What follows belongs to an exercise in optimizing a design on an open flow for a short achievable clock period and few clock cycles per item; a production flow would make more cautious choices.
The RTL was checked by simulation tests, not by an equivalence proof against the original design.
The clock cells of runs 3 and 4 come from the design's own scripts or RTL, not from TritonCTS.
The clock port is modelled as an ideal driver, which makes a skipped or thinned clock tree look cheaper than it is; a real chip needs a root buffer or a tree.
Power and IR drop assume default switching activity.

===== design/flow/config.mk =====
export PLATFORM = sky130hd
export DESIGN_NAME = cpuTop
export DESIGN_NICKNAME = cpuTop
export VERILOG_FILES = /design/flow/design.v
export SDC_FILE = /design/flow/constraint.sdc
export NUM_CORES = 4
export LEC_CHECK = 0
export CAP_MARGIN = 20
export CORE_MARGIN = 2
export CORE_UTILIZATION = 40
export SLEW_MARGIN = 20

===== design/flow/constraint.sdc =====
create_clock -name core_clock -period 7.5 [get_ports {Clock}]
set_input_delay 1.5000 -clock core_clock [delete_from_list [all_inputs] [get_ports {Clock}]]
set_output_delay 1.5000 -clock core_clock [all_outputs]
set_load 0.01 [all_outputs]

===== design/flow/design.v =====
`default_nettype none
package cpuPkg;
    localparam int WordWidth = 32;
    localparam int NumRegs   = 16;
    localparam int OpWidth   = 5;
    localparam int OpMsb = 31;  
    localparam int RaMsb = 26;  
    localparam int RbMsb = 22;  
    localparam int RcMsb = 18;  
    typedef logic [WordWidth-1:0]       wordT;
    typedef logic [$clog2(NumRegs)-1:0] regIdxT;
    typedef logic [NumRegs-1:0]         regMaskT;  
    typedef logic [4:0]                 shiftT;    
    localparam logic [OpWidth-1:0] OpLdw  = 5'd0;
    localparam logic [OpWidth-1:0] OpAdd  = 5'd3;
    localparam logic [OpWidth-1:0] OpSub  = 5'd4;
    localparam logic [OpWidth-1:0] OpAnd  = 5'd5;
    localparam logic [OpWidth-1:0] OpOr   = 5'd6;
    localparam logic [OpWidth-1:0] OpShr  = 5'd7;
    localparam logic [OpWidth-1:0] OpShl  = 5'd8;
    localparam logic [OpWidth-1:0] OpNeg  = 5'd9;
    localparam logic [OpWidth-1:0] OpNot  = 5'd10;
    localparam logic [OpWidth-1:0] OpOutp = 5'd11;
endpackage
`default_nettype wire
`default_nettype none
module regFile (
    input  logic            Clock,
    input  logic            rstN,
    input  cpuPkg::regMaskT wrEn,
    input  cpuPkg::wordT    wrData,
    input  cpuPkg::regMaskT selA,
    input  cpuPkg::regMaskT selB,
    input  cpuPkg::regMaskT selC,
    output cpuPkg::wordT    rdA,
    output cpuPkg::wordT    rdB,
    output cpuPkg::wordT    rdC
);
    logic [cpuPkg::NumRegs*cpuPkg::WordWidth-1:0] regs;
    always_ff @(posedge Clock or negedge rstN) begin
        if (!rstN) begin
            regs <= '0;
        end else begin
            for (int i = 0; i < cpuPkg::NumRegs; i++) begin
                if (wrEn[i]) regs[i*cpuPkg::WordWidth +: cpuPkg::WordWidth] <= wrData;
            end
        end
    end
    busMux uReadA (.sel(selA), .regs(regs), .bus(rdA));
    busMux uReadB (.sel(selB), .regs(regs), .bus(rdB));
    busMux uReadC (.sel(selC), .regs(regs), .bus(rdC));
endmodule
`default_nettype wire
`default_nettype none
module busMux (
    input  cpuPkg::regMaskT                                 sel,
    input  logic [cpuPkg::NumRegs*cpuPkg::WordWidth-1:0]    regs,
    output cpuPkg::wordT                                    bus
);
    always_comb begin
        bus = '0;
        for (int i = 0; i < cpuPkg::NumRegs; i++) begin
            bus = bus | (regs[i*cpuPkg::WordWidth +: cpuPkg::WordWidth] & {cpuPkg::WordWidth{sel[i]}});
        end
    end
endmodule
`default_nettype wire
`default_nettype none
module alu (
    input  cpuPkg::wordT addX,
    input  cpuPkg::wordT addY,
    input  logic         addCin,
    input  cpuPkg::wordT shIn,     
    input  logic [2:0]   shAmt,    
    input  cpuPkg::wordT logicRes,
    input  logic         selAdd,
    input  logic         selShl,
    input  logic         selShr,
    input  logic         selLogic,
    output cpuPkg::wordT result
);
    cpuPkg::wordT sum;
    cpuPkg::wordT shOut;
    cpuPkg::wordT shRev;
    assign sum   = addX + addY + cpuPkg::wordT'(addCin);
    assign shOut = shIn << shAmt;
    always_comb begin
        for (int i = 0; i < cpuPkg::WordWidth; i++) begin
            shRev[i] = shOut[cpuPkg::WordWidth-1-i];
        end
    end
    assign result = (sum      & {cpuPkg::WordWidth{selAdd}})
                  | (shOut    & {cpuPkg::WordWidth{selShl}})
                  | (shRev    & {cpuPkg::WordWidth{selShr}})
                  | (logicRes & {cpuPkg::WordWidth{selLogic}});
endmodule
`default_nettype wire
`default_nettype none
module dataPath (
    input  logic         Clock,
    input  logic         rstN,
    input  logic         ready,
    input  logic         busy,
    input  logic         accept,
    input  cpuPkg::wordT memData,
    output cpuPkg::wordT memAddr,
    output cpuPkg::wordT outPort
);
    cpuPkg::wordT    pc;
    cpuPkg::wordT    mar;
    cpuPkg::wordT    ir;
    cpuPkg::regMaskT selA;
    cpuPkg::regMaskT selB;
    cpuPkg::regMaskT selC;
    cpuPkg::wordT    rdA;
    cpuPkg::wordT    rdB;
    cpuPkg::wordT    rdC;
    cpuPkg::wordT    result;
    cpuPkg::wordT    addX;
    cpuPkg::wordT    addY;
    logic            addCin;
    cpuPkg::wordT    shIn;
    logic [2:0]      shAmt;
    cpuPkg::wordT    logicRes;
    logic            selAdd;
    logic            selShl;
    logic            selShr;
    logic            selLogic;
    cpuPkg::regMaskT wrMask;
    logic            isLdwL;
    logic [cpuPkg::OpWidth-1:0] op;
    cpuPkg::regIdxT  ra;
    logic isLdw, isAdd, isSub, isAnd, isOr, isShr, isShl, isNeg, isNot, isOutp;
    logic isWrite;
    cpuPkg::wordT    shSrc;
    cpuPkg::wordT    shPre;
    cpuPkg::regMaskT decA;
    cpuPkg::regMaskT decB;
    cpuPkg::regMaskT decC;
    logic            loadIr;
    regFile uRegFile (
        .Clock  (Clock),
        .rstN   (rstN),
        .wrEn   (wrMask & {cpuPkg::NumRegs{busy}}),
        .wrData (result),
        .selA   (selA),
        .selB   (selB),
        .selC   (selC),
        .rdA    (rdA),
        .rdB    (rdB),
        .rdC    (rdC)
    );
    alu uAlu (
        .addX     (addX),
        .addY     (addY),
        .addCin   (addCin),
        .shIn     (shIn),
        .shAmt    (shAmt),
        .logicRes (logicRes),
        .selAdd   (selAdd),
        .selShl   (selShl),
        .selShr   (selShr),
        .selLogic (selLogic),
        .result   (result)
    );
    assign op     = ir[cpuPkg::OpMsb -: cpuPkg::OpWidth];
    assign ra     = ir[cpuPkg::RaMsb -: $clog2(cpuPkg::NumRegs)];
    assign isLdw  = (op == cpuPkg::OpLdw);
    assign isAdd  = (op == cpuPkg::OpAdd);
    assign isSub  = (op == cpuPkg::OpSub);
    assign isAnd  = (op == cpuPkg::OpAnd);
    assign isOr   = (op == cpuPkg::OpOr);
    assign isShr  = (op == cpuPkg::OpShr);
    assign isShl  = (op == cpuPkg::OpShl);
    assign isNeg  = (op == cpuPkg::OpNeg);
    assign isNot  = (op == cpuPkg::OpNot);
    assign isOutp = (op == cpuPkg::OpOutp);
    assign isWrite = isLdw | isAdd | isSub | isAnd | isOr | isShr | isShl | isNeg | isNot;
    always_comb begin
        for (int i = 0; i < cpuPkg::NumRegs; i++) begin
            decA[i] = (memData[cpuPkg::RaMsb -: 4] == 4'(i));
            decB[i] = (memData[cpuPkg::RbMsb -: 4] == 4'(i));
            decC[i] = (memData[cpuPkg::RcMsb -: 4] == 4'(i));
        end
    end
    always_comb begin
        for (int i = 0; i < cpuPkg::WordWidth; i++) begin
            shSrc[i] = isShr ? rdB[cpuPkg::WordWidth-1-i] : rdB[i];
        end
    end
    assign shPre = shSrc << {rdC[4:3], 3'b000};
    assign loadIr = busy | ~ready;
    always_ff @(posedge Clock) begin
        if (loadIr) begin
            ir   <= memData;
            selA <= decA;
            selB <= decB;
            selC <= decC;
        end
        if (!busy) begin
            addX     <= isNeg ? '0 : rdB;
            addY     <= (isSub | isNeg) ? ~rdC : rdC;
            addCin   <= isSub | isNeg;
            shIn     <= shPre;
            shAmt    <= rdC[2:0];
            logicRes <= isLdw ? memData :  
                        isAnd ? (rdB & rdC) :
                        isOr  ? (rdB | rdC) : ~rdC;
            selAdd   <= isAdd | isSub | isNeg;
            selShl   <= isShl;
            selShr   <= isShr;
            selLogic <= isLdw | isAnd | isOr | isNot;
            wrMask   <= isWrite ? decodeRa(ra) : '0;
            isLdwL   <= isLdw;
        end
    end
    function automatic cpuPkg::regMaskT decodeRa(input cpuPkg::regIdxT idx);
        decodeRa = '0;
        decodeRa[idx] = 1'b1;
    endfunction
    always_ff @(posedge Clock or negedge rstN) begin
        if (!rstN) begin
            pc      <= '0;
            mar     <= '0;
            outPort <= '0;
        end else begin
            if (busy) pc <= pc + (isLdwL ? 32'd2 : 32'd1);
            if (!ready)                mar <= pc + 32'd1;
            else if (busy)             mar <= pc + (isLdwL ? 32'd3 : 32'd2);
            else if (accept && isLdw)  mar <= pc + 32'd2;
            if (accept && isOutp) outPort <= rdA;
        end
    end
    assign memAddr = mar;
endmodule
`default_nettype wire
`default_nettype none
module controlSequencer (
    input  logic Clock,
    input  logic rstN,
    input  logic start,
    output logic ready,    
    output logic busy,     
    output logic accept,
    output logic done
);
    always_ff @(posedge Clock or negedge rstN) begin
        if (!rstN) begin
            ready <= 1'b0;
            busy  <= 1'b0;
        end else begin
            ready <= 1'b1;  
            busy  <= accept;
        end
    end
    assign accept = start & ready & ~busy;
    assign done   = busy;
endmodule
`default_nettype wire
`default_nettype none
module cpuTop (
    input  logic Clock,
    input  logic rstN,
    input  logic start,
    input  cpuPkg::wordT memData,
    output cpuPkg::wordT memAddr,
    output logic memRead,
    output logic done,
    output cpuPkg::wordT outPort
);
    logic ready;
    logic busy;
    logic accept;
    controlSequencer uSequencer (
        .Clock  (Clock),
        .rstN   (rstN),
        .start  (start),
        .ready  (ready),
        .busy   (busy),
        .accept (accept),
        .done   (done)
    );
    dataPath uDataPath (
        .Clock   (Clock),
        .rstN    (rstN),
        .ready   (ready),
        .busy    (busy),
        .accept  (accept),
        .memData (memData),
        .memAddr (memAddr),
        .outPort (outPort)
    );
    assign memRead = 1'b1;
endmodule
`default_nettype wire

===== design/flow/run.sh =====
#!/bin/bash
# synth_recipe.tcl (not shown) runs the flow's synth.tcl, then flattens the netlist and writes it again
# the make line also repeats each setting of config.mk as NAME=value (left out here)
make -C /OpenROAD-flow-scripts/flow DESIGN_CONFIG=/design/flow/config.mk WORK_HOME=/design/flow/orfs CLKGATE_MAP_FILE= SYNTH_SCRIPT=/design/flow/synth_recipe.tcl finish

==> metrics.csv, run 1 <==
stage,metric,value,unit
outcome,run status,"complete, no violations",
layout,Layout area overhead,13.20,%
grt,initial antenna violation count,5,
routing,drt first pass iters,11,
routing,via count,42270,
pwr,P per Cell Area,455.3,mW/mm²
routing,Antenna Nets Post-Route,0,
clock_network,# clock sinks,820,
die,CORE AREA,0.1087,mm²
routing,DRC viols,0,
yosys,"Seq/Total Area, Yosys",49.28,%
place,Detail Placement HPWL,116.2,mm
clock_network,CTS buffer count,96,
die,Rows,121,
yosys,Main synth FF type,dfrtp_1,
worst_setup_path,Worst EP required,8.03,ns
grt,gr ovfl total,0,
clock_network,Max Buffers Root-to-Sink,3,
die,starting density of the core,40.26,%
timing,worst rel slew slack,15.46,%
job,max cap viols,0,
die,die area,0.1121,mm²
clock_network,Clock Latency Late Sink,0.72,ns
worst_setup_path,Critical Path AT,4.48,ns
die,Ports,101,
pwr,Lkg Pwr,20.01,nW
yosys,Netlist cell types,77,
grt,largest net degree at the start of global routing,143,
worst_setup_path,critical path startpoint category,register,
grt,first-pass GRT wire length,286.2,mm
timing,Worst-Margin Slew,1.258,ns
yosys,"EDFF count, synth",210,
layout,final core utilization,45.58,%
timing,crit path time final,3.945,ns
place,DP Cell Count,5955,
timing,RSZ-0062 raised after global routing,false,
clock_network,root buf cell,clkbuf_16,
clock_network,Post-CTS Setup Bufs,0,
routing,1st-iter DRT viols,8032,
yosys,ys async rst share,74.39,%
die,Die Y,334.8,µm
timing,Worst Skew,0.02973,ns
clock_network,Clock Pin Slew Worst Setup and Hold Paths,0.06,ns
layout,share of layout cells above drive strength 1,8.067,%
clock_network,# resized after CTS,0,
timing,final-report setup violation count,0,
place,I/O Buffers,99,
routing,per-cell routed wire length,32.92,µm
die,Die X-Extent,334.8,µm
clock_network,CTS tree,yes,
layout,final cell count without fillers,6139,
layout,fillcell total,10330,
worst_setup_path,crit-path max FO,16,
yosys,Ys Warns,5,
worst_setup_path,crit path kind,register to register,
layout,Final nets,4719,
yosys,Synth Cell Area,0.04377,mm²
timing,setup TNS,0,ns
grt,number of global-route vias before repair,39520,
yosys,syn_area_per_cell,9.326,µm²
worst_hold_path,Hold WC Path Type,register to register,
grt,All-Layer GR Usage,35.06,%
pwr,worst vdd ir,0.2124,mV
yosys,Seq cells post-synth,820,
timing,final max-slew violation count,0,
routing,DR vias/cell,6.885,
clock_network,H-Tree Depth,3,
worst_setup_path,Critical Path End Type,register,
timing,"Hold Vio Cnt, Final",0,
place,GP Congestion,1.036,
routing,drt total wl,202.1,mm
yosys,post-synthesis cell count,4693,
timing,Final Cycle Share,52.60,%
timing,fmax,253.5,MHz
clock_network,hold-fix buffers at CTS,0,
## Yosys cell counts, drive strengths merged, types with 5 or more instances
cell    instances  area [µm²]
a211oi         35       275.3
a21boi         17       146.4
a21o           21       157.7
a21oi         118       598.1
a221oi        135        1189
a222oi         25       250.2
a22o          133        1165
a22oi         508        3814
a31oi          12       96.34
and2           28       175.2
and3           18       112.6
buf            56       256.5
clkbuf        332        1249
dfrtp         610       15260
edfxtp        210        6306
ha             41       513.0
inv            28       105.1
mux2           22       247.7
mux2i          45       450.4
mux4           15       337.8
nand2         763        2864
nand2b         20       125.1
nand3         182       910.9
nand4          73       456.7
nor2          342        1284
nor2b          20       125.1
nor3           58       290.3
nor4           11       68.82
o211a           5       50.05
o211ai         22       165.2
o21a            9       67.56
o21ai         563        2821
o22ai           9       56.30
o31a            7       61.31
o31ai          33       247.7
or2             5       31.28
xnor2          74       648.1
xor2           45       394.1
## cell usage in the layout, fill, tap and decap left out, types with 10 or more instances in the layout
cell type	n
nand2b_1	20
nand2_2	16
o31ai_1	33
nand4_1	73
nand2_1	747
nor2_1	338
inv_1	25
a31oi_1	10
o21ai_0	497
clkbuf_16	96
mux4_2	15
dfrtp_1	610
a22o_1	133
ha_1	41
a221oi_1	134
a21o_1	21
bufinv_16	10
clkbuf_8	20
a211oi_1	34
xor2_1	45
clkbuf_1	20
buf_4	134
clkdlybuf4s50_1	98
a21oi_1	115
nor3_1	58
and3_1	18
mux2_2	22
nand3_1	182
o21ai_1	65
mux2i_1	45
edfxtp_1	210
a22oi_1	508
clkinv_2	17
nor2b_1	20
and2_1	28
a222oi_1	25
xnor2_1	74
o211ai_1	22
## cell type report
cell class	count	area (µm²)	share of cell area [%]
flip-flops and latches	820	21570	43.54
multi-input cells	3456	20690	41.76
clock buffers	136	2753	5.556
repair buffers	236	2062	4.162
well taps	1414	1769	3.571
clock inverters	45	580.6	1.172
inverters	30	117.6	0.2374
diodes	2	5.005	0.01010
## state kept, by name (all words and copies together), names as in the netlist, 3 cells and up
signal,flops
uDataPath.addX,32
uDataPath.addY,32
uDataPath.ir,9
uDataPath.logicRes,32
uDataPath.mar,32
uDataPath.outPort,32
uDataPath.pc,32
uDataPath.selA,16
uDataPath.selB,16
uDataPath.selC,16
uDataPath.shAmt,3
uDataPath.shIn,32
uDataPath.uRegFile.regs,512
uDataPath.wrMask,16
## worst max-delay path, cell delays in order (launching register included)
cell	delay [ns]
edfxtp_1	0.41
fa_1	0.49
inv_1	0.10
fa_1	0.21
nor2b_1	0.06
o31ai_1	0.34
a211oi_1	0.16
o311ai_0	0.48
o211a_1	0.28
mux2i_1	0.09
a21oi_1	0.91
o21ai_0	0.24
## kinds of logic (layout without fill, tap and decap cells)
logic type                 Yosys count  in the layout  share of synthesized area [%]
buffers and inverters              418            447                          3.696
and+or+nand+nor                   1536           1536                          15.01
muxes                               82             82                          2.367
adders and majority gates           44             44                          1.309
DFF                                820            820                          49.28
other                                1              4                       0.008568
xor gates and xnor gates           119            119                          2.381
AOI/OAI and AO/OA                 1673           1673                          25.95
## power by group
| part | leakage, nW | switching (mW) | internal, mW | total (mW) |
|---|---|---|---|---|
| combinational | 8.25 | 6.01 | 3.28 | 9.29 |
| clock | 1.64 | 2.07 | 2.92 | 4.99 |
| sequential | 10.1 | 1.87 | 6.41 | 8.28 |
| total | 20.0 | 9.95 | 12.6 | 22.6 |
## path summary, 6_finish.rpt
path	start	end	slack, ns	cells past startpoint
worst max register to register	uDataPath.addCin$_DFFE_PN_	uDataPath.uRegFile.regs[410]$_DFFE_PN0P_	3.56	11
worst min-delay path	uDataPath.mar[27]$_DFFE_PN0P_	uDataPath.mar[27]$_DFFE_PN0P_	0.48	2
max in group asynchronous	rstN	uDataPath.uRegFile.regs[101]$_DFFE_PN0P_	5.22	2
min in group asynchronous	rstN	uDataPath.outPort[24]$_DFFE_PN0P_	0.85	1
worst min register to register	uDataPath.mar[27]$_DFFE_PN0P_	uDataPath.mar[27]$_DFFE_PN0P_	0.48	2
worst max-delay path	uDataPath.addCin$_DFFE_PN_	uDataPath.uRegFile.regs[410]$_DFFE_PN0P_	3.56	11
## through the flow
step	hold WS (ns)	power, mW	cell area (µm²)	setup slack, ns
after floorplan	0.4650	13.57	43770	2.707
after global placement	0.4679	17.02	46190	3.636
after detailed placement	0.4737	17.14	46190	3.678
after CTS	0.4870	22.13	49530	3.626
after global routing	0.5104	23.55	49540	3.321
final	0.4802	22.56	49550	3.555
## metal layers
layer | GRT usage, % | vias to the layer above | wire length, µm
li1 | - | 17380 | -
met1 | 45.59 | 20100 | 73960
met2 | 48.64 | 3703 | 80700
met3 | 12.99 | 1080 | 30600
met4 | 22.90 | 6 | 16780
met5 | 0.3474 | - | 46
Testbench counts, summed over its fixed seeds: cycles 24,000, instructions 12,000.
==> run 2, diff against run 1 <==
--- a/design/flow/design.v
+++ b/design/flow/design.v
@@ -67,11 +67,11 @@
 `default_nettype wire
 `default_nettype none
 module alu (
-    input  cpuPkg::wordT addX,
-    input  cpuPkg::wordT addY,
-    input  logic         addCin,
+    input  cpuPkg::wordT addP,     
+    input  cpuPkg::wordT addG,     
+    input  logic         addS0,    
     input  cpuPkg::wordT shIn,     
-    input  logic [2:0]   shAmt,    
+    input  logic [1:0]   shAmt,    
     input  cpuPkg::wordT logicRes,
     input  logic         selAdd,
     input  logic         selShl,
@@ -79,10 +79,30 @@
     input  logic         selLogic,
     output cpuPkg::wordT result
 );
+    cpuPkg::wordT gLvl [0:5];
+    cpuPkg::wordT pLvl [0:5];
     cpuPkg::wordT sum;
     cpuPkg::wordT shOut;
     cpuPkg::wordT shRev;
-    assign sum   = addX + addY + cpuPkg::wordT'(addCin);
+    always_comb begin
+        gLvl[0] = addG;
+        pLvl[0] = addP;
+        for (int l = 0; l < 5; l++) begin
+            for (int i = 0; i < cpuPkg::WordWidth; i++) begin
+                if (i >= (1 << l)) begin
+                    gLvl[l+1][i] = gLvl[l][i] | (pLvl[l][i] & gLvl[l][i - (1 << l)]);
+                    pLvl[l+1][i] = pLvl[l][i] & pLvl[l][i - (1 << l)];
+                end else begin
+                    gLvl[l+1][i] = gLvl[l][i];
+                    pLvl[l+1][i] = pLvl[l][i];
+                end
+            end
+        end
+        sum[0] = addS0;
+        for (int i = 1; i < cpuPkg::WordWidth; i++) begin
+            sum[i] = addP[i] ^ gLvl[5][i-1];
+        end
+    end
     assign shOut = shIn << shAmt;
     always_comb begin
         for (int i = 0; i < cpuPkg::WordWidth; i++) begin
@@ -101,6 +121,7 @@
     input  logic         rstN,
     input  logic         ready,
     input  logic         busy,
+    input  logic         fetch,
     input  logic         accept,
     input  cpuPkg::wordT memData,
     output cpuPkg::wordT memAddr,
@@ -116,11 +137,11 @@
     cpuPkg::wordT    rdB;
     cpuPkg::wordT    rdC;
     cpuPkg::wordT    result;
-    cpuPkg::wordT    addX;
-    cpuPkg::wordT    addY;
-    logic            addCin;
+    cpuPkg::wordT    addP;
+    cpuPkg::wordT    addG;
+    logic            addS0;
     cpuPkg::wordT    shIn;
-    logic [2:0]      shAmt;
+    logic [1:0]      shAmt;
     cpuPkg::wordT    logicRes;
     logic            selAdd;
     logic            selShl;
@@ -134,6 +155,11 @@
     logic isWrite;
     cpuPkg::wordT    shSrc;
     cpuPkg::wordT    shPre;
+    cpuPkg::wordT    opX;
+    cpuPkg::wordT    opY;
+    logic            opCin;
+    cpuPkg::wordT    bitP;
+    cpuPkg::wordT    bitG;
     cpuPkg::regMaskT decA;
     cpuPkg::regMaskT decB;
     cpuPkg::regMaskT decC;
@@ -141,7 +167,7 @@
     regFile uRegFile (
         .Clock  (Clock),
         .rstN   (rstN),
-        .wrEn   (wrMask & {cpuPkg::NumRegs{busy}}),
+        .wrEn   (wrMask),
         .wrData (result),
         .selA   (selA),
         .selB   (selB),
@@ -151,9 +177,9 @@
         .rdC    (rdC)
     );
     alu uAlu (
-        .addX     (addX),
-        .addY     (addY),
-        .addCin   (addCin),
+        .addP     (addP),
+        .addG     (addG),
+        .addS0    (addS0),
         .shIn     (shIn),
         .shAmt    (shAmt),
         .logicRes (logicRes),
@@ -188,8 +214,16 @@
             shSrc[i] = isShr ? rdB[cpuPkg::WordWidth-1-i] : rdB[i];
         end
     end
-    assign shPre = shSrc << {rdC[4:3], 3'b000};
-    assign loadIr = busy | ~ready;
+    assign shPre = shSrc << {rdC[4:2], 2'b00};
+    assign opX   = isNeg ? '0 : rdB;
+    assign opY   = (isSub | isNeg) ? ~rdC : rdC;
+    assign opCin = isSub | isNeg;
+    always_comb begin
+        bitP    = opX ^ opY;
+        bitG    = opX & opY;
+        bitG[0] = (opX[0] & opY[0]) | (bitP[0] & opCin);
+    end
+    assign loadIr = fetch;
     always_ff @(posedge Clock) begin
         if (loadIr) begin
             ir   <= memData;
@@ -197,12 +231,12 @@
             selB <= decB;
             selC <= decC;
         end
-        if (!busy) begin
-            addX     <= isNeg ? '0 : rdB;
-            addY     <= (isSub | isNeg) ? ~rdC : rdC;
-            addCin   <= isSub | isNeg;
+        begin
+            addP     <= bitP;
+            addG     <= bitG;
+            addS0    <= bitP[0] ^ opCin;
             shIn     <= shPre;
-            shAmt    <= rdC[2:0];
+            shAmt    <= rdC[1:0];
             logicRes <= isLdw ? memData :  
                         isAnd ? (rdB & rdC) :
                         isOr  ? (rdB | rdC) : ~rdC;
@@ -210,7 +244,6 @@
             selShl   <= isShl;
             selShr   <= isShr;
             selLogic <= isLdw | isAnd | isOr | isNot;
-            wrMask   <= isWrite ? decodeRa(ra) : '0;
             isLdwL   <= isLdw;
         end
     end
@@ -223,10 +256,12 @@
             pc      <= '0;
             mar     <= '0;
             outPort <= '0;
+            wrMask  <= '0;
         end else begin
+            wrMask <= (accept && isWrite) ? decodeRa(ra) : '0;
             if (busy) pc <= pc + (isLdwL ? 32'd2 : 32'd1);
             if (!ready)                mar <= pc + 32'd1;
-            else if (busy)             mar <= pc + (isLdwL ? 32'd3 : 32'd2);
+            else if (fetch)            mar <= pc + (isLdwL ? 32'd3 : 32'd2);
             else if (accept && isLdw)  mar <= pc + 32'd2;
             if (accept && isOutp) outPort <= rdA;
         end
@@ -241,20 +276,23 @@
     input  logic start,
     output logic ready,    
     output logic busy,     
+    output logic fetch,    
     output logic accept,
     output logic done
 );
     always_ff @(posedge Clock or negedge rstN) begin
         if (!rstN) begin
             ready <= 1'b0;
-            busy  <= 1'b0;
+            done  <= 1'b0;
+            fetch <= 1'b1;
         end else begin
             ready <= 1'b1;  
-            busy  <= accept;
+            done  <= accept;
+            fetch <= accept;
         end
     end
-    assign accept = start & ready & ~busy;
-    assign done   = busy;
+    assign busy   = done;
+    assign accept = start & ready & ~done;
 endmodule
 `default_nettype wire
 `default_nettype none
@@ -271,12 +309,14 @@
     logic ready;
     logic busy;
     logic accept;
+    logic fetch;
     controlSequencer uSequencer (
         .Clock  (Clock),
         .rstN   (rstN),
         .start  (start),
         .ready  (ready),
         .busy   (busy),
+        .fetch  (fetch),
         .accept (accept),
         .done   (done)
     );
@@ -285,6 +325,7 @@
         .rstN    (rstN),
         .ready   (ready),
         .busy    (busy),
+        .fetch   (fetch),
         .accept  (accept),
         .memData (memData),
         .memAddr (memAddr),
--- a/design/flow/config.mk
+++ b/design/flow/config.mk
@@ -5,7 +5,9 @@
 export SDC_FILE = /design/flow/constraint.sdc
 export NUM_CORES = 4
 export LEC_CHECK = 0
+export ABC_CLOCK_PERIOD_IN_PS = 2000
 export CAP_MARGIN = 20
 export CORE_MARGIN = 2
 export CORE_UTILIZATION = 40
+export SETUP_SLACK_MARGIN = 5
 export SLEW_MARGIN = 20
==> metrics.csv, run 2 <==
stage,metric,value,unit
job,max cap viols,0,
routing,drt first pass iters,7,
worst_hold_path,Hold WC Path Type,register to register,
yosys,Commonest cells post-synth,"724 x nor2_1, 626 x dfrtp_1, 561 x a21oi_1",
timing,RSZ-0062 raised after global routing,true,
worst_setup_path,Crit. path cell count,1,
die,CORE AREA,0.1053,mm²
clock_network,# clock sinks,818,
grt,first-pass GRT wire length,282.4,mm
yosys,biggest area consumer among synthesized cells,dfrtp_1,
worst_setup_path,Worst EP required,6.00,ns
clock_network,CTS buffer count,92,
worst_setup_path,R2R cell count,12,
place,I/O Buffers,99,
worst_setup_path,Worst R2R Start,uDataPath.addP[1]$_DFF_P_,
layout,top register by number of flip-flops,uDataPath.uRegFile.regs,
grt,All-Layer GR Usage,35.90,%
place,Detail Placement HPWL,109.6,mm
pwr,Lkg Pwr,21.43,nW
yosys,"EDFF count, synth",57,
yosys,top cell type's share of synthesized area,36.93,%
worst_hold_path,hold wc startpoint,uDataPath.wrMask[10]$_DFF_PN0_,
die,Die X-Extent,329.7,µm
worst_setup_path,crit path kind,register to primary output,
yosys,Synth Cell Area,0.04242,mm²
die,Ports,101,
worst_setup_path,CP max-delay cell,dfrtp_2,
timing,Worst Skew,0.02522,ns
yosys,syn_area_per_cell,9.340,µm²
pwr,P per Cell Area,325.2,mW/mm²
yosys,post-synthesis cell count,4542,
clock_network,Clock Pin Slew Worst Setup and Hold Paths,0.06,ns
yosys,Ys Warns,7,
timing,crit path time final,2.890,ns
die,Die Y,329.7,µm
yosys,Seq cells post-synth,818,
yosys,most numerous cell in the Yosys netlist,nor2_1,
worst_setup_path,crit path cell chain,buf_6,
grt,number of global-route vias before repair,39450,
timing,Final Cycle Share,38.54,%
timing,worst rel slew slack,14.91,%
yosys,ys async rst share,76.65,%
clock_network,root buf cell,clkbuf_16,
pwr,worst vdd ir,0.1997,mV
timing,final max-slew violation count,0,
timing,"Hold Vio Cnt, Final",0,
timing,final-report setup violation count,0,
place,GP Congestion,0.9005,
layout,Layout area overhead,23.55,%
pwr,Tot Pwr,17.04,mW
layout,number of flip-flops in the largest register,512,
routing,DR vias/cell,7.012,
worst_setup_path,crit path buf inv count,1,
yosys,Main synth FF type,dfrtp_1,
die,starting density of the core,40.30,%
timing,fmax,346.0,MHz
timing,setup TNS,0,ns
routing,DRC viols,0,
grt,initial antenna violation count,8,
layout,most frequent cells in the layout,"681 x nor2_1, 607 x dfrtp_1, 423 x a21oi_1, 372 x a22oi_1, 200 x a22o_1",
timing,Fin Hold WS,0.4462,ns
worst_setup_path,Critical Path End Type,primary output,
worst_setup_path,Critical Path AT,1.39,ns
worst_setup_path,critical path startpoint category,register,
routing,Antenna Nets Post-Route,0,
clock_network,Max Buffers Root-to-Sink,3,
yosys,Netlist cell types,76,
routing,1st-iter DRT viols,8618,
clock_network,CTS tree,yes,
routing,drt total wl,208.8,mm
outcome,run status,"complete, no violations",
grt,largest net degree at the start of global routing,151,
layout,"commonest non-fill, non-tap cell in the layout",nor2_1,
grt,gr ovfl total,0,
layout,share of layout cells above drive strength 1,20.39,%
worst_setup_path,crit-path max FO,2,
clock_network,hold-fix buffers at CTS,0,
die,Rows,119,
yosys,ranking of synthesized cells by area,"dfrtp_1 37%, a21oi_1 6.6%, a22oi_1 6.6%",
worst_setup_path,"Largest delay share family, worst path",flip-flops,
worst_setup_path,Critical Path Max Stage Delay,0.54,ns
timing,Worst-Margin Slew,1.276,ns
routing,via count,43040,
die,die area,0.1087,mm²
worst_hold_path,Hold Path Depth,1,
yosys,"Seq/Total Area, Yosys",47.35,%
layout,Final nets,4751,
routing,per-cell routed wire length,34.02,µm
worst_setup_path,Critical path origin,uDataPath.outPort[31]$_DFFE_PN0P_,
clock_network,Clock Latency Late Sink,0.70,ns
clock_network,H-Tree Depth,3,
## run 2: where the power goes
part / switching [mW] / internal, mW / total [mW]
sequential: 0.913 / 5.16 / 6.08
clock: 1.96 / 2.75 / 4.71
combinational: 3.56 / 2.70 / 6.26
total: 6.43 / 10.6 / 17.0
## run 2: final cells by class
type	instances	area, µm²
Fill cell	9565	52850
Multi-Input combinational cell	3289	22300
Sequential cell	818	20140
Timing Repair Buffer	448	5039
Clock buffer	127	2666
Tap cell	1391	1740
Clock inverter	37	430.4
Inverter	24	90.09
Antenna cell	4	10.01
## run 2: metal layers
metal | global-route usage, % | vias up | share of wire (%) | routed length (µm)
li1 | - | 17270 | - | -
met1 | 45.00 | 20610 | 35 | 72350
met2 | 49.46 | 3909 | 40 | 83070
met3 | 15.34 | 1235 | 16 | 32940
met4 | 25.25 | 16 | 9.6 | 20070
met5 | 0.2174 | - | 0.17 | 365
## run 2: logic make-up after synthesis
kind of cell             after synthesis  synth area share (%)
other                                  1              0.008840
buffers and inverters                437                 4.203
flip-flops                           818                 47.35
AO/OA/AOI/OAI                       1656                 26.83
adder cells (fa/ha/maj)               43                 1.286
multiplexers                         144                 4.265
XOR/XNOR                             117                 2.416
AND/OR/NAND/NOR                     1326                 13.64
## run 2: path summary, 6_finish.rpt
check | end | slack, ns
hold reg to reg | uDataPath.uRegFile.regs[320]$_DFFE_PN0P_ | 0.45
max in group asynchronous | uDataPath.outPort[25]$_DFFE_PN0P_ | 5.45
min in group asynchronous | uDataPath.uRegFile.regs[401]$_DFFE_PN0P_ | 0.77
setup reg to reg | uDataPath.uRegFile.regs[318]$_DFFE_PN0P_ | 4.76
setup / recovery | outPort[31] | 4.61
hold / removal | uDataPath.uRegFile.regs[320]$_DFFE_PN0P_ | 0.45
## run 2: repair_timing
| item | 4_1_cts | 5_1_grt |
|---|---|---|
| buffers inserted | 82 | 112 |
| pin swaps | 45 | 194 |
| gates resized for setup | 504 | 411 |
| setup endpoints to repair | 742 | 448 |
| cloned | 12 | 21 |
## run 2: per-stage QoR
step	setup slack, ns	instances	util, %	area, µm²
after floorplan	4.966	4543	-	42450
after global placement	3.884	5743	42.33	44560
after detailed placement	3.864	5743	42.34	44570
after CTS	4.587	6001	46.88	49350
after global routing	4.605	6135	49.78	52410
final	4.610	6138	49.79	52410
Testbench counts of run 2, summed over its fixed seeds: cycles 24,000, instructions 12,000.
==> run 3, diff against run 2 <==
==> design/flow/flow/run.sh (new file) <==
#!/bin/bash
# Standard layout, except that the clock tree is built by flow/cts_custom.tcl
# (a two-level tree of clkbuf_16: four roots on the clock port, leaves of about
# 24 flip-flops each), hooked in before ORFS's CTS step.
set -euo pipefail
here=$(pwd)
export PRE_CTS_TCL="$here/flow/cts_custom.tcl"
export CTREE_ROOTS=4
export CTREE_SINKS=24
bash standard.sh finish > "$here/standard_flow.log" 2>&1
==> design/flow/flow/cts_custom.tcl (new file) <==
# Custom clock tree for this design: the clock port feeds a few root buffers,
# which feed (optionally a middle level and then) leaf buffers placed at
# k-means cluster centres of the flip-flops. Replaces clock_tree_synthesis.

proc ctree_env {name default} {
  if {[info exists ::env($name)] && $::env($name) ne ""} { return $::env($name) }
  return $default
}

# points: list of {x y}; returns {assign centres}
proc ctree_kmeans {points k} {
  set n [llength $points]
  set sorted [lsort -integer -index 0 $points]
  set cx {}; set cy {}
  for {set i 0} {$i < $k} {incr i} {
    set s [lindex $sorted [expr {int(($i + 0.5) * $n / $k)}]]
    lappend cx [lindex $s 0]; lappend cy [lindex $s 1]
  }
  for {set iter 0} {$iter < 40} {incr iter} {
    set assign {}
    set sx [lrepeat $k 0.0]; set sy [lrepeat $k 0.0]; set cnt [lrepeat $k 0]
    foreach p $points {
      set x [lindex $p 0]; set y [lindex $p 1]
      set best 0; set bd 1e30
      for {set c 0} {$c < $k} {incr c} {
        set d [expr {abs($x - [lindex $cx $c]) + abs($y - [lindex $cy $c])}]
        if {$d < $bd} { set bd $d; set best $c }
      }
      lappend assign $best
      lset sx $best [expr {[lindex $sx $best] + $x}]
      lset sy $best [expr {[lindex $sy $best] + $y}]
      lset cnt $best [expr {[lindex $cnt $best] + 1}]
    }
    for {set c 0} {$c < $k} {incr c} {
      if {[lindex $cnt $c] > 0} {
        lset cx $c [expr {int([lindex $sx $c] / [lindex $cnt $c])}]
        lset cy $c [expr {int([lindex $sy $c] / [lindex $cnt $c])}]
      }
    }
  }
  set centres {}
  for {set c 0} {$c < $k} {incr c} {
    if {[lindex $cnt $c] > 0} { lappend centres [list [lindex $cx $c] [lindex $cy $c]] } else { lappend centres {} }
  }
  puts "  cluster sizes: $cnt"
  return [list $assign $centres]
}

proc ctree_buffer {name x y innet} {
  set block [ord::get_db_block]
  set master [[ord::get_db] findMaster [ctree_env CTREE_CELL sky130_fd_sc_hd__clkbuf_16]]
  set inst [odb::dbInst_create $block $master $name]
  $inst setLocation $x $y
  $inst setPlacementStatus PLACED
  [$inst findITerm A] connect $innet
  set net [odb::dbNet_create $block "${name}_net"]
  $net setSigType CLOCK
  [$inst findITerm X] connect $net
  return $net
}

# recursive bisection of items {id x y} into k groups of near equal size,
# each split across the longer side of the group's bounding box
proc ctree_bisect {items k} {
  if {$k <= 1} { return [list $items] }
  set xs {}; set ys {}
  foreach it $items { lappend xs [lindex $it 1]; lappend ys [lindex $it 2] }
  set xs [lsort -integer $xs]; set ys [lsort -integer $ys]
  set w [expr {[lindex $xs end] - [lindex $xs 0]}]
  set h [expr {[lindex $ys end] - [lindex $ys 0]}]
  set idx [expr {$w >= $h ? 1 : 2}]
  set sorted [lsort -integer -index $idx $items]
  set k1 [expr {$k / 2}]
  set k2 [expr {$k - $k1}]
  set n [llength $sorted]
  set cut [expr {int(round(double($n) * $k1 / $k))}]
  return [concat [ctree_bisect [lrange $sorted 0 [expr {$cut - 1}]] $k1] \
                 [ctree_bisect [lrange $sorted $cut end] $k2]]
}

proc ctree_centre {items} {
  set sx 0.0; set sy 0.0
  foreach it $items { set sx [expr {$sx + [lindex $it 1]}]; set sy [expr {$sy + [lindex $it 2]}] }
  set n [llength $items]
  return [list [expr {int($sx / $n)}] [expr {int($sy / $n)}]]
}

proc custom_clock_tree {} {
  set nroots  [ctree_env CTREE_ROOTS 4]
  set persink [ctree_env CTREE_SINKS 24]
  set block [ord::get_db_block]
  set clknet [$block findNet Clock]
  $clknet setSigType CLOCK

  set items {}
  foreach it [$clknet getITerms] {
    set bb [[$it getInst] getBBox]
    set x [expr {([$bb xMin] + [$bb xMax]) / 2}]
    set y [expr {([$bb yMin] + [$bb yMax]) / 2}]
    lappend items [list $it $x $y]
  }
  set n [llength $items]
  set perroot [expr {int(ceil(double($n) / $nroots / $persink))}]
  puts "custom clock tree: $n sinks, $nroots roots, $perroot leaves per root"

  set r 0
  set l 0
  foreach group [ctree_bisect $items $nroots] {
    lassign [ctree_centre $group] gx gy
    set leaves [ctree_bisect $group $perroot]
    # root sits at the centre of its leaves
    set lc {}
    foreach leaf $leaves { lappend lc [concat [list x] [ctree_centre $leaf]] }
    lassign [ctree_centre $lc] rx ry
    set rootNet [ctree_buffer "ctree_root_$r" $rx $ry $clknet]
    foreach leaf $leaves {
      lassign [ctree_centre $leaf] lx ly
      set leafNet [ctree_buffer "ctree_leaf_$l" $lx $ly $rootNet]
      foreach it $leaf {
        set iterm [lindex $it 0]
        $iterm disconnect
        $iterm connect $leafNet
      }
      incr l
    }
    incr r
  }
}

rename clock_tree_synthesis __orig_clock_tree_synthesis
proc clock_tree_synthesis {args} {
  custom_clock_tree
  set_propagated_clock [all_clocks]
}
==> design/flow/standard.sh (new file) <==
#!/bin/bash
# synth_recipe.tcl (not shown) runs the flow's synth.tcl, then flattens the netlist and writes it again
# the make line also repeats each setting of config.mk as NAME=value (left out here)
make -C /OpenROAD-flow-scripts/flow DESIGN_CONFIG=/design/flow/config.mk WORK_HOME=/design/flow/orfs CLKGATE_MAP_FILE= SYNTH_SCRIPT=/design/flow/synth_recipe.tcl "${@:-finish}"
removed: design/flow/run.sh
==> metrics.csv, run 3 <==
stage,metric,value,unit
layout,fillcell total,9898,
clock_network,Clock Latency Late Sink,0.47,ns
layout,Final nets,4664,
routing,metal3 WL,31.02,mm
timing,crit path time final,2.664,ns
timing,final-report setup violation count,0,
die,Rows,119,
yosys,Main synth FF type,dfrtp_1,
yosys,ranking of synthesized cells by area,"dfrtp_1 37%, a21oi_1 6.6%, a22oi_1 6.6%",
routing,Max Used Layer,met5,
routing,Antenna Nets Post-Route,0,
layout,Final Instance Area,0.04936,mm²
pwr,P per Cell Area,289.2,mW/mm²
yosys,"EDFF count, synth",57,
yosys,Ys Warns,7,
routing,drt first pass iters,13,
place,GP Congestion,0.9005,
routing,met2 wire len,82.15,mm
yosys,biggest area consumer among synthesized cells,dfrtp_1,
yosys,syn_area_per_cell,9.340,µm²
die,die area,0.1087,mm²
layout,Layout area overhead,16.35,%
routing,DR vias/cell,7.066,
die,CORE AREA,0.1053,mm²
yosys,"Seq/Total Area, Yosys",47.35,%
worst_setup_path,crit path cell chain,buf_6,
layout,share of layout cells above drive strength 1,16.64,%
timing,setup TNS,0,ns
yosys,Netlist cell types,76,
worst_setup_path,Critical Path AT,1.16,ns
clock_network,hold-fix buffers at CTS,0,
worst_setup_path,Critical Path End Type,primary output,
worst_setup_path,crit path buf inv count,1,
die,Die Y,329.7,µm
layout,"commonest non-fill, non-tap cell in the layout",nor2_1,
worst_hold_path,Hold WC Path Type,register to register,
yosys,Commonest cells post-synth,"724 x nor2_1, 626 x dfrtp_1, 561 x a21oi_1",
yosys,largest family of logic cells by synthesized area,compound AO/OA/AOI/OAI gates,
timing,Worst Skew,0.04868,ns
grt,initial antenna violation count,8,
timing,final max-slew violation count,0,
yosys,most numerous cell in the Yosys netlist,nor2_1,
timing,worst rel slew slack,17.84,%
yosys,post-synthesis mux area share,4.265,%
timing,fmax,375.3,MHz
place,I/O Buffers,99,
routing,via count,42240,
die,starting density of the core,40.30,%
worst_setup_path,Critical Path Max Stage Delay,0.56,ns
clock_network,Clock Pin Slew Worst Setup and Hold Paths,0.10,ns
worst_setup_path,crit-path max FO,2,
yosys,top cell type's share of synthesized area,36.93,%
pwr,worst vdd ir,0.1801,mV
yosys,Seq cells post-synth,818,
grt,largest net degree at the start of global routing,151,
worst_setup_path,critical path startpoint category,register,
yosys,Synth Cell Area,0.04242,mm²
routing,1st-iter DRT viols,8384,
die,Die X-Extent,329.7,µm
grt,first-pass GRT wire length,278.5,mm
pwr,Tot Pwr,14.28,mW
yosys,area share of fa/ha/maj cells after synthesis,1.286,%
outcome,run status,"complete, no violations",
pwr,Lkg Pwr,20.17,nW
routing,drt total wl,205.2,mm
timing,Worst-Margin Slew,1.232,ns
place,Post-DP Area,0.04457,mm²
yosys,post-synthesis cell count,4542,
job,max cap viols,0,
layout,most frequent cells in the layout,"681 x nor2_1, 607 x dfrtp_1, 497 x a21oi_1, 372 x a22oi_1, 200 x a22o_1",
yosys,Post-Synth XOR/XNOR Area,2.416,%
grt,All-Layer GR Usage,35.10,%
yosys,simple-gate share of the synthesized area,13.64,%
routing,M1 WL,72.39,mm
worst_setup_path,CP max-delay cell,dfrtp_2,
yosys,Compound-Gate Fraction of Synth Area,26.83,%
routing,DRC viols,0,
timing,RSZ-0062 raised after global routing,true,
worst_setup_path,crit path kind,register to primary output,
grt,number of global-route vias before repair,38720,
timing,Final Cycle Share,35.52,%
yosys,ys async rst share,76.65,%
die,Ports,101,
timing,"Hold Vio Cnt, Final",0,
worst_setup_path,"Largest delay share family, worst path",flip-flops,
layout,number of flip-flops in the largest register,512,
layout,top register by number of flip-flops,uDataPath.uRegFile.regs,
place,Detail Placement HPWL,109.6,mm
routing,per-cell routed wire length,34.32,µm
grt,gr ovfl total,0,
worst_setup_path,Worst EP required,6.00,ns
run 3: where the power goes:
group	leakage [nW]	total, mW	switching (mW)	internal [mW]
clock network	0.493	2.41	1.45	0.959
logic	9.59	5.83	3.38	2.45
registers	10.1	6.04	0.879	5.16
run 3: cells by family after synthesis:
family,Yosys count
flip-flops,818
other,1
AO/OA/AOI/OAI,1656
buffers and inverters,437
adder cells (fa/ha/maj),43
multiplexers,144
XOR/XNOR,117
AND/OR/NAND/NOR,1326
run 3: timing repair:
item                                    4_1_cts  5_1_grt
cloned                                       12       19
setup buffers                                86       75
hold endpoints to repair                      0        0
gates resized for setup                     492      312
pin swaps                                    43       98
endpoints found under the setup margin      758      463
run 3: cell type report:
class	count	area [µm²]	share of cell area (%)
sequential	818	20150	40.82
buffer	40	1001	2.028
antenna	3	7.507	0.01521
inverter	24	92.59	0.1876
timing repair buffer	412	4497	9.110
tap	1391	1740	3.526
multi-input combinational	3290	21870	44.31
run 3: path summary, 6_finish.rpt:
| check | end | startpoint | slack (ns) | cells after the start |
|---|---|---|---|---|
| worst max-delay path | outPort[31] | uDataPath.outPort[31]$_DFFE_PN0P_ | 4.84 | 1 |
| worst min-delay path | uDataPath.uRegFile.regs[320]$_DFFE_PN0P_ | uDataPath.wrMask[10]$_DFF_PN0_ | 0.45 | 1 |
| worst max register to register | uDataPath.uRegFile.regs[318]$_DFFE_PN0P_ | uDataPath.addP[1]$_DFF_P_ | 4.90 | 12 |
| worst min register to register | uDataPath.uRegFile.regs[320]$_DFFE_PN0P_ | uDataPath.wrMask[10]$_DFF_PN0_ | 0.45 | 1 |
| max in group asynchronous | uDataPath.uRegFile.regs[483]$_DFFE_PN0P_ | rstN | 5.29 | 2 |
| min in group asynchronous | uDataPath.uRegFile.regs[49]$_DFFE_PN0P_ | rstN | 0.99 | 1 |
run 3: per-stage QoR:
stage	worst slack [ns]	hold WS (ns)	std cells	util, %
detailed placement	3.864	0.4388	5743	42.34
global placement	3.884	0.4333	5743	42.33
finish	4.836	0.4524	5978	46.89
CTS	4.855	0.4520	5881	44.84
global route	4.838	0.4581	5975	46.88
floorplan	4.966	0.4638	4543	-
run 3: per-layer routing:
layer | up-vias | track usage, %
met4 | 14 | 23.71
li1 | 17000 | -
met3 | 1216 | 12.84
met5 | - | 0
met2 | 3787 | 48.87
met1 | 20230 | 45.36
==> run 4, diff against run 3 <==
--- a/design/flow/design.v
+++ b/design/flow/design.v
@@ -27,11 +27,14 @@
 module regFile (
     input  logic            Clock,
     input  logic            rstN,
-    input  cpuPkg::regMaskT wrEn,
-    input  cpuPkg::wordT    wrData,
+    input  cpuPkg::regMaskT wrLate,
+    input  cpuPkg::wordT    resData,
     input  cpuPkg::regMaskT selA,
     input  cpuPkg::regMaskT selB,
     input  cpuPkg::regMaskT selC,
+    input  logic            fwdA,
+    input  logic            fwdB,
+    input  logic            fwdC,
     output cpuPkg::wordT    rdA,
     output cpuPkg::wordT    rdB,
     output cpuPkg::wordT    rdC
@@ -42,23 +45,25 @@
             regs <= '0;
         end else begin
             for (int i = 0; i < cpuPkg::NumRegs; i++) begin
-                if (wrEn[i]) regs[i*cpuPkg::WordWidth +: cpuPkg::WordWidth] <= wrData;
+                if (wrLate[i]) regs[i*cpuPkg::WordWidth +: cpuPkg::WordWidth] <= resData;
             end
         end
     end
-    busMux uReadA (.sel(selA), .regs(regs), .bus(rdA));
-    busMux uReadB (.sel(selB), .regs(regs), .bus(rdB));
-    busMux uReadC (.sel(selC), .regs(regs), .bus(rdC));
+    busMux uReadA (.sel(selA), .fwd(fwdA), .regs(regs), .fwdData(resData), .bus(rdA));
+    busMux uReadB (.sel(selB), .fwd(fwdB), .regs(regs), .fwdData(resData), .bus(rdB));
+    busMux uReadC (.sel(selC), .fwd(fwdC), .regs(regs), .fwdData(resData), .bus(rdC));
 endmodule
 `default_nettype wire
 `default_nettype none
 module busMux (
     input  cpuPkg::regMaskT                                 sel,
+    input  logic                                            fwd,
     input  logic [cpuPkg::NumRegs*cpuPkg::WordWidth-1:0]    regs,
+    input  cpuPkg::wordT                                    fwdData,
     output cpuPkg::wordT                                    bus
 );
     always_comb begin
-        bus = '0;
+        bus = fwdData & {cpuPkg::WordWidth{fwd}};
         for (int i = 0; i < cpuPkg::NumRegs; i++) begin
             bus = bus | (regs[i*cpuPkg::WordWidth +: cpuPkg::WordWidth] & {cpuPkg::WordWidth{sel[i]}});
         end
@@ -71,19 +76,24 @@
     input  cpuPkg::wordT addG,     
     input  logic         addS0,    
     input  cpuPkg::wordT shIn,     
-    input  logic [1:0]   shAmt,    
-    input  cpuPkg::wordT logicRes,
-    input  logic         selAdd,
+    input  logic [2:0]   shAmt,    
+    input  cpuPkg::wordT ldData,   
+    input  logic         selAdd,   
     input  logic         selShl,
     input  logic         selShr,
-    input  logic         selLogic,
+    input  logic         selAnd,
+    input  logic         selOr,
+    input  logic         selNot,   
+    input  logic         selLdw,
     output cpuPkg::wordT result
 );
     cpuPkg::wordT gLvl [0:5];
     cpuPkg::wordT pLvl [0:5];
     cpuPkg::wordT sum;
+    cpuPkg::wordT andV;
     cpuPkg::wordT shOut;
     cpuPkg::wordT shRev;
+    cpuPkg::wordT other;
     always_comb begin
         gLvl[0] = addG;
         pLvl[0] = addP;
@@ -103,16 +113,20 @@
             sum[i] = addP[i] ^ gLvl[5][i-1];
         end
     end
+    assign andV  = addG;  
     assign shOut = shIn << shAmt;
     always_comb begin
         for (int i = 0; i < cpuPkg::WordWidth; i++) begin
             shRev[i] = shOut[cpuPkg::WordWidth-1-i];
         end
     end
-    assign result = (sum      & {cpuPkg::WordWidth{selAdd}})
-                  | (shOut    & {cpuPkg::WordWidth{selShl}})
-                  | (shRev    & {cpuPkg::WordWidth{selShr}})
-                  | (logicRes & {cpuPkg::WordWidth{selLogic}});
+    assign other  = (shOut          & {cpuPkg::WordWidth{selShl}})
+                  | (shRev          & {cpuPkg::WordWidth{selShr}})
+                  | (andV           & {cpuPkg::WordWidth{selAnd}})
+                  | ((addP | andV)  & {cpuPkg::WordWidth{selOr}})
+                  | (addP           & {cpuPkg::WordWidth{selNot}})
+                  | (ldData         & {cpuPkg::WordWidth{selLdw}});
+    assign result = (sum & {cpuPkg::WordWidth{selAdd}}) | other;
 endmodule
 `default_nettype wire
 `default_nettype none
@@ -133,6 +147,14 @@
     cpuPkg::regMaskT selA;
     cpuPkg::regMaskT selB;
     cpuPkg::regMaskT selC;
+    logic            fwdA;
+    logic            fwdB;
+    logic            fwdC;
+    cpuPkg::regMaskT wrLate;   
+    cpuPkg::wordT    resReg;   
+    logic            postFetch;  
+    cpuPkg::wordT    npc;      
+    cpuPkg::wordT    npc1;     
     cpuPkg::wordT    rdA;
     cpuPkg::wordT    rdB;
     cpuPkg::wordT    rdC;
@@ -141,14 +163,19 @@
     cpuPkg::wordT    addG;
     logic            addS0;
     cpuPkg::wordT    shIn;
-    logic [1:0]      shAmt;
-    cpuPkg::wordT    logicRes;
+    logic [2:0]      shAmt;
+    cpuPkg::wordT    ldData;
     logic            selAdd;
     logic            selShl;
     logic            selShr;
-    logic            selLogic;
+    logic            selAnd;
+    logic            selOr;
+    logic            selNot;
+    logic            selLdw;
+    cpuPkg::wordT    pcInc1;
+    cpuPkg::wordT    pcInc2;
+    cpuPkg::wordT    pcInc3;
     cpuPkg::regMaskT wrMask;
-    logic            isLdwL;
     logic [cpuPkg::OpWidth-1:0] op;
     cpuPkg::regIdxT  ra;
     logic isLdw, isAdd, isSub, isAnd, isOr, isShr, isShl, isNeg, isNot, isOutp;
@@ -167,11 +194,14 @@
     regFile uRegFile (
         .Clock  (Clock),
         .rstN   (rstN),
-        .wrEn   (wrMask),
-        .wrData (result),
-        .selA   (selA),
-        .selB   (selB),
-        .selC   (selC),
+        .wrLate  (wrLate),
+        .resData (resReg),
+        .selA    (selA),
+        .selB    (selB),
+        .selC    (selC),
+        .fwdA    (fwdA),
+        .fwdB    (fwdB),
+        .fwdC    (fwdC),
         .rdA    (rdA),
         .rdB    (rdB),
         .rdC    (rdC)
@@ -182,11 +212,14 @@
         .addS0    (addS0),
         .shIn     (shIn),
         .shAmt    (shAmt),
-        .logicRes (logicRes),
+        .ldData   (ldData),
         .selAdd   (selAdd),
         .selShl   (selShl),
         .selShr   (selShr),
-        .selLogic (selLogic),
+        .selAnd   (selAnd),
+        .selOr    (selOr),
+        .selNot   (selNot),
+        .selLdw   (selLdw),
         .result   (result)
     );
     assign op     = ir[cpuPkg::OpMsb -: cpuPkg::OpWidth];
@@ -214,37 +247,54 @@
             shSrc[i] = isShr ? rdB[cpuPkg::WordWidth-1-i] : rdB[i];
         end
     end
-    assign shPre = shSrc << {rdC[4:2], 2'b00};
-    assign opX   = isNeg ? '0 : rdB;
-    assign opY   = (isSub | isNeg) ? ~rdC : rdC;
+    assign shPre = shSrc << {rdC[4:3], 3'b000};
+    assign opX   = (isNeg | isNot) ? '0 : rdB;
+    assign opY   = (isSub | isNeg | isNot) ? ~rdC : rdC;
     assign opCin = isSub | isNeg;
     always_comb begin
         bitP    = opX ^ opY;
         bitG    = opX & opY;
         bitG[0] = (opX[0] & opY[0]) | (bitP[0] & opCin);
     end
+    assign pcInc1 = pc + 32'd1;
+    assign pcInc2 = pc + 32'd2;
+    assign pcInc3 = pc + 32'd3;
     assign loadIr = fetch;
     always_ff @(posedge Clock) begin
         if (loadIr) begin
-            ir   <= memData;
-            selA <= decA;
-            selB <= decB;
-            selC <= decC;
+            ir     <= memData;
+            selA   <= decA & ~wrMask;
+            selB   <= decB & ~wrMask;
+            selC   <= decC & ~wrMask;
+            fwdA   <= |(decA & wrMask);
+            fwdB   <= |(decB & wrMask);
+            fwdC   <= |(decC & wrMask);
+        end else if (postFetch) begin
+            selA   <= selA | (wrLate & {cpuPkg::NumRegs{fwdA}});
+            selB   <= selB | (wrLate & {cpuPkg::NumRegs{fwdB}});
+            selC   <= selC | (wrLate & {cpuPkg::NumRegs{fwdC}});
+            fwdA   <= 1'b0;
+            fwdB   <= 1'b0;
+            fwdC   <= 1'b0;
         end
+        postFetch <= fetch;
+        resReg    <= result;
         begin
             addP     <= bitP;
             addG     <= bitG;
             addS0    <= bitP[0] ^ opCin;
             shIn     <= shPre;
-            shAmt    <= rdC[1:0];
-            logicRes <= isLdw ? memData :  
-                        isAnd ? (rdB & rdC) :
-                        isOr  ? (rdB | rdC) : ~rdC;
+            shAmt    <= rdC[2:0];
+            ldData   <= memData;  
             selAdd   <= isAdd | isSub | isNeg;
             selShl   <= isShl;
             selShr   <= isShr;
-            selLogic <= isLdw | isAnd | isOr | isNot;
-            isLdwL   <= isLdw;
+            selAnd   <= isAnd;
+            selOr    <= isOr;
+            selNot   <= isNot;
+            selLdw   <= isLdw;
+            npc      <= isLdw ? pcInc2 : pcInc1;
+            npc1     <= isLdw ? pcInc3 : pcInc2;
         end
     end
     function automatic cpuPkg::regMaskT decodeRa(input cpuPkg::regIdxT idx);
@@ -257,12 +307,14 @@
             mar     <= '0;
             outPort <= '0;
             wrMask  <= '0;
+            wrLate  <= '0;
         end else begin
+            wrLate <= wrMask;
             wrMask <= (accept && isWrite) ? decodeRa(ra) : '0;
-            if (busy) pc <= pc + (isLdwL ? 32'd2 : 32'd1);
-            if (!ready)                mar <= pc + 32'd1;
-            else if (fetch)            mar <= pc + (isLdwL ? 32'd3 : 32'd2);
-            else if (accept && isLdw)  mar <= pc + 32'd2;
+            if (fetch && ready) pc <= npc;  
+            if (!ready)                mar <= 32'd1;  
+            else if (fetch)            mar <= npc1;
+            else if (accept && isLdw)  mar <= pcInc2;
             if (accept && isOutp) outPort <= rdA;
         end
     end
@@ -292,7 +344,7 @@
         end
     end
     assign busy   = done;
-    assign accept = start & ready & ~done;
+    assign accept = start & ready & ~fetch;
 endmodule
 `default_nettype wire
 `default_nettype none
==> design/flow/flow/run.sh (replaced) <==
#!/bin/bash
# The standard layout (standard.sh: the ORFS flow and synthesis), with hooks:
#  - before CTS (flow/pre_cts.tcl): output buffers moved next to the flip-flops
#    driving them, and a two-level clock tree of clkbuf_16 built by
#    flow/cts_custom.tcl (four roots on the clock port, leaves of about 24
#    flip-flops each, placed by recursive bisection) in place of TritonCTS;
#  - the setup repair after CTS and after global route aims at a 5.4 ns margin.
# make's full output goes to standard_flow.log here; ORFS keeps each step's log
# under orfs/logs.
set -euo pipefail
here=$(pwd)
export PRE_CTS_TCL="$here/flow/pre_cts.tcl"
export PRE_GLOBAL_ROUTE_TCL="$here/flow/pre_grt.tcl"
export CTREE_ROOTS=4
export CTREE_SINKS=24
export CTREE_MOVE_OBUF=1
export CTREE_MARGIN=5.4
bash standard.sh finish > "$here/standard_flow.log" 2>&1
--- a/design/flow/flow/cts_custom.tcl
+++ b/design/flow/flow/cts_custom.tcl
@@ -127,8 +127,41 @@
   }
 }
 
+
+# Move each output port's buffer next to the cell that drives it, so that the
+# driver (a flip-flop) sees a short wire and the buffer drives the long one.
+proc ctree_move_output_buffers {} {
+  set block [ord::get_db_block]
+  set moved 0
+  foreach bt [$block getBTerms] {
+    if {[$bt getIoType] ne "OUTPUT"} { continue }
+    set net [$bt getNet]
+    if {$net eq "NULL" || $net eq ""} { continue }
+    set drv {}
+    foreach it [$net getITerms] { if {[$it isOutputSignal]} { set drv $it } }
+    if {$drv eq {}} { continue }
+    set buf [$drv getInst]
+    # the buffer's input net and its driver
+    set src {}
+    foreach it [$buf getITerms] {
+      if {[$it isInputSignal] && [$it getNet] ne "NULL"} {
+        foreach it2 [[$it getNet] getITerms] { if {[$it2 isOutputSignal]} { set src [$it2 getInst] } }
+      }
+    }
+    if {$src eq {} || [$src getMaster] eq "NULL" || [[$src getMaster] isBlock]} { continue }
+    set sname [[$src getMaster] getName]
+    if {![string match "*df*" $sname]} { continue }
+    lassign [$src getLocation] sx sy
+    $buf setLocation $sx $sy
+    $buf setPlacementStatus PLACED
+    incr moved
+  }
+  puts "moved $moved output buffers next to their flip-flops"
+}
+
 rename clock_tree_synthesis __orig_clock_tree_synthesis
 proc clock_tree_synthesis {args} {
+  if {[ctree_env CTREE_MOVE_OBUF 0]} { ctree_move_output_buffers }
   custom_clock_tree
   set_propagated_clock [all_clocks]
 }
==> design/flow/flow/pre_cts.tcl (new file) <==
set ::env(SETUP_SLACK_MARGIN) $::env(CTREE_MARGIN)
source [file join [file dirname [info script]] cts_custom.tcl]
==> design/flow/flow/pre_grt.tcl (new file) <==
# Runs at the start of ORFS's global route step: the same repair margin as CTS.
set ::env(SETUP_SLACK_MARGIN) $::env(CTREE_MARGIN)
==> metrics.csv, run 4 <==
stage,metric,value,unit
timing,Worst Skew,0.04337,ns
clock_network,Clock Latency Late Sink,0.46,ns
layout,number of flip-flops in the largest register,512,
routing,DR vias/cell,7.364,
grt,gr ovfl total,0,
layout,Layout area overhead,27.44,%
yosys,Netlist cell types,83,
yosys,Commonest cells post-synth,"642 x dfrtp_1, 579 x mux2_2, 517 x a22oi_1",
pwr,P per Cell Area,193.1,mW/mm²
routing,drt total wl,232.3,mm
layout,share of layout cells above drive strength 1,40.34,%
layout,area of the multi-input gates,0.02681,mm²
timing,crit path time final,2.536,ns
timing,Worst-Margin Slew,1.127,ns
timing,"Hold Vio Cnt, Final",0,
place,GP Congestion,0.9107,
yosys,Ys Warns,7,
yosys,"Seq/Total Area, Yosys",47.45,%
routing,Antenna Nets Post-Route,0,
timing,Final Cycle Share,33.82,%
yosys,ys async rst share,68.48,%
yosys,ranking of synthesized cells by area,"dfrtp_1 34%, mux2_2 14%, dfxtp_1 9.9%",
worst_setup_path,Critical Path Max Stage Delay,0.42,ns
grt,first-pass GRT wire length,319.5,mm
yosys,syn_area_per_cell,10.89,µm²
routing,drt first pass iters,17,
layout,"commonest non-fill, non-tap cell in the layout",dfrtp_1,
worst_setup_path,critical path startpoint category,register,
job,max cap viols,0,
timing,RSZ-0062 raised after global routing,true,
timing,worst rel slew slack,24.88,%
die,die area,0.1220,mm²
pwr,Lkg Pwr,25.88,nW
grt,initial antenna violation count,8,
die,starting density of the core,40.37,%
yosys,Synth Cell Area,0.04767,mm²
layout,top register by number of flip-flops,uDataPath.uRegFile.regs,
die,Rows,126,
yosys,top cell type's share of synthesized area,33.70,%
die,Die Y,349.2,µm
yosys,post-synthesis cell count,4379,
place,Detail Placement HPWL,111.3,mm
yosys,"EDFF count, synth",60,
yosys,biggest area consumer among synthesized cells,dfrtp_1,
worst_setup_path,"Largest delay share family, worst path",flip-flops,
timing,final-report setup violation count,0,
yosys,Seq cells post-synth,939,
worst_setup_path,Critical Path End Type,primary output,
worst_hold_path,Hold WC Path Type,register to register,
worst_setup_path,Worst EP required,6.00,ns
clock_network,hold-fix buffers at CTS,0,
layout,storage element area,0.02274,mm²
clock_network,Clock Pin Slew Worst Setup and Hold Paths,0.10,ns
routing,met2 wire len,89.62,mm
routing,via count,45220,
routing,metal3 WL,38.41,mm
grt,All-Layer GR Usage,36.19,%
routing,M1 WL,81.29,mm
grt,number of global-route vias before repair,42140,
die,Ports,101,
layout,most frequent cells in the layout,"600 x dfrtp_1, 556 x mux2_2, 500 x a22oi_1, 252 x buf_4, 212 x dfxtp_1",
timing,final max-slew violation count,0,
timing,Fin Hold WS,0.4601,ns
layout,fillcell total,9924,
yosys,most numerous cell in the Yosys netlist,dfrtp_1,
yosys,Main synth FF type,dfrtp_1,
worst_setup_path,crit-path max FO,2,
timing,setup TNS,0,ns
routing,1st-iter DRT viols,9151,
routing,per-cell routed wire length,37.84,µm
outcome,run status,"complete, no violations",
worst_setup_path,CP max-delay cell,dfrtp_1,
place,I/O Buffers,99,
worst_setup_path,crit path kind,register to primary output,
pwr,worst vdd ir,0.1512,mV
timing,fmax,394.2,MHz
routing,DRC viols,0,
die,Die X-Extent,349.2,µm
worst_setup_path,crit path buf inv count,1,
die,CORE AREA,0.1181,mm²
worst_setup_path,crit path cell chain,buf_6,
worst_setup_path,Critical Path AT,1.04,ns
routing,Max Used Layer,met5,
grt,largest net degree at the start of global routing,100,
layout,Final nets,4673,
==> run 4: cell types whose count changed after synthesis, sizes merged, moves of 64 or more <==
cell,change
a222oi,+101
a21oi,-442
dfxtp,+102
a22o,-126
nor2,-494
mux2,+565
a22oi,+145
clkbuf,+64
a221oi,-97
==> run 4: path summary, 6_finish.rpt <==
path | from | end | slack [ns] | cells after the start
min in group asynchronous | rstN | uDataPath.uRegFile.regs[259]$_DFFE_PN0P_ | 1.01 | 1
worst min register to register | uDataPath.npc[23]$_DFF_P_ | uDataPath.pc[23]$_DFFE_PN0P_ | 0.46 | 1
worst max-delay path | uDataPath.outPort[24]$_DFFE_PN0P_ | outPort[24] | 4.96 | 1
worst min-delay path | uDataPath.npc[23]$_DFF_P_ | uDataPath.pc[23]$_DFFE_PN0P_ | 0.46 | 1
max in group asynchronous | rstN | uDataPath.pc[25]$_DFFE_PN0P_ | 5.52 | 2
worst max register to register | uDataPath.selB[0]$_DFFE_PP_ | uDataPath.shIn[30]$_DFF_P_ | 4.97 | 11
==> run 4: metrics by stage <==
step / utilization, % / power, mW / instances / setup slack [ns] / cell area [µm²]
after floorplan: - / 6.725 / 4380 / 4.908 / 47770
after global placement: 42.06 / 7.665 / 5656 / 3.967 / 49660
after detailed placement: 42.10 / 7.676 / 5658 / 3.915 / 49720
after CTS: 49.03 / 11.17 / 6009 / 4.988 / 57890
after global routing: 51.43 / 11.93 / 6131 / 4.964 / 60730
final: 51.45 / 11.73 / 6140 / 4.964 / 60750
==> run 4: cells by family after synthesis <==
logic type               after synthesis  synth area share [%]
AO/OA/AOI/OAI                       1220                 19.45
XOR/XNOR                             135                 2.480
adder cells (fa/ha/maj)               42                 1.118
buffers and inverters                480                 3.942
flip-flops                           939                 47.45
multiplexers                         691                 16.53
other                                  1              0.007867
AND/OR/NAND/NOR                      871                 9.024
==> run 4: where the power goes <==
group | switching (mW) | internal, mW
Combinational | 1.93 | 1.33
Sequential | 0.392 | 5.36
Clock | 1.65 | 1.05
==> run 4: cell type report <==
type                    instances  area share [%]
repair inverters                1         0.01236
inverters                      25          0.1936
flip-flops and latches        939           37.44
multi-input cells            2965           44.13
plain buffers                  44           1.812
diodes                         10         0.04119
repair buffers                620           13.21
well taps                    1536           3.163
==> run 4: timing repair <==
item	in CTS	in global routing
pin swaps	223	288
gates cloned	57	6
gates resized for setup	1180	402
buffers inserted	250	115
setup endpoints to repair	1028	653
==> run 4: per-layer routing <==
layer,vias to the layer above,GRT usage [%]
li1,17220,-
met1,22210,45.58
met2,4431,48.18
met3,1345,17.17
met4,12,25.18
met5,-,0.8403
Testbench counts of run 4, summed over its fixed seeds: cycles 24,000, instructions 12,000.

[port drivers added, routing unchanged]
The flow's constraints put no driver on any port. The routed layouts listed below were extracted and timed again, unchanged, in two steps.
Step 1: set_driving_cell puts a clkbuf_16 on Clock and a buf_2 on each other input, an assumption about the parent block.
Step 2 also shifts input and output timing later by t, the mid clock arrival at the registers, as if the neighbouring blocks saw the same clock.
Slacks: no drivers / after step 1 / after step 2; pairs: no drivers / after step 1.
| run | t, ns | setup WS [ns] | latest minus earliest clock arrival (ns) | worst slew at a driven data input, ns |
|---|---|---|---|---|
| run 1 | 0.772 | 3.555 / 3.555 / 3.496 | 0.030 / 0.030 | 0.06 |
| run 2 | 0.758 | 4.610 / 4.538 / 4.360 | 0.026 / 0.026 | 0.06 |
| run 3 | 0.591 | 4.836 / 4.688 / 4.608 | 0.052 / 0.051 | 0.06 |
| run 4 | 0.625 | 4.964 / 4.782 / 4.705 | 0.044 / 0.042 | 0.09 |
After both steps setup and hold are still met in every run listed. The setup slack of run 4, which loses most, moves by -0.182 ns with the drivers and by -0.259 ns with both steps.
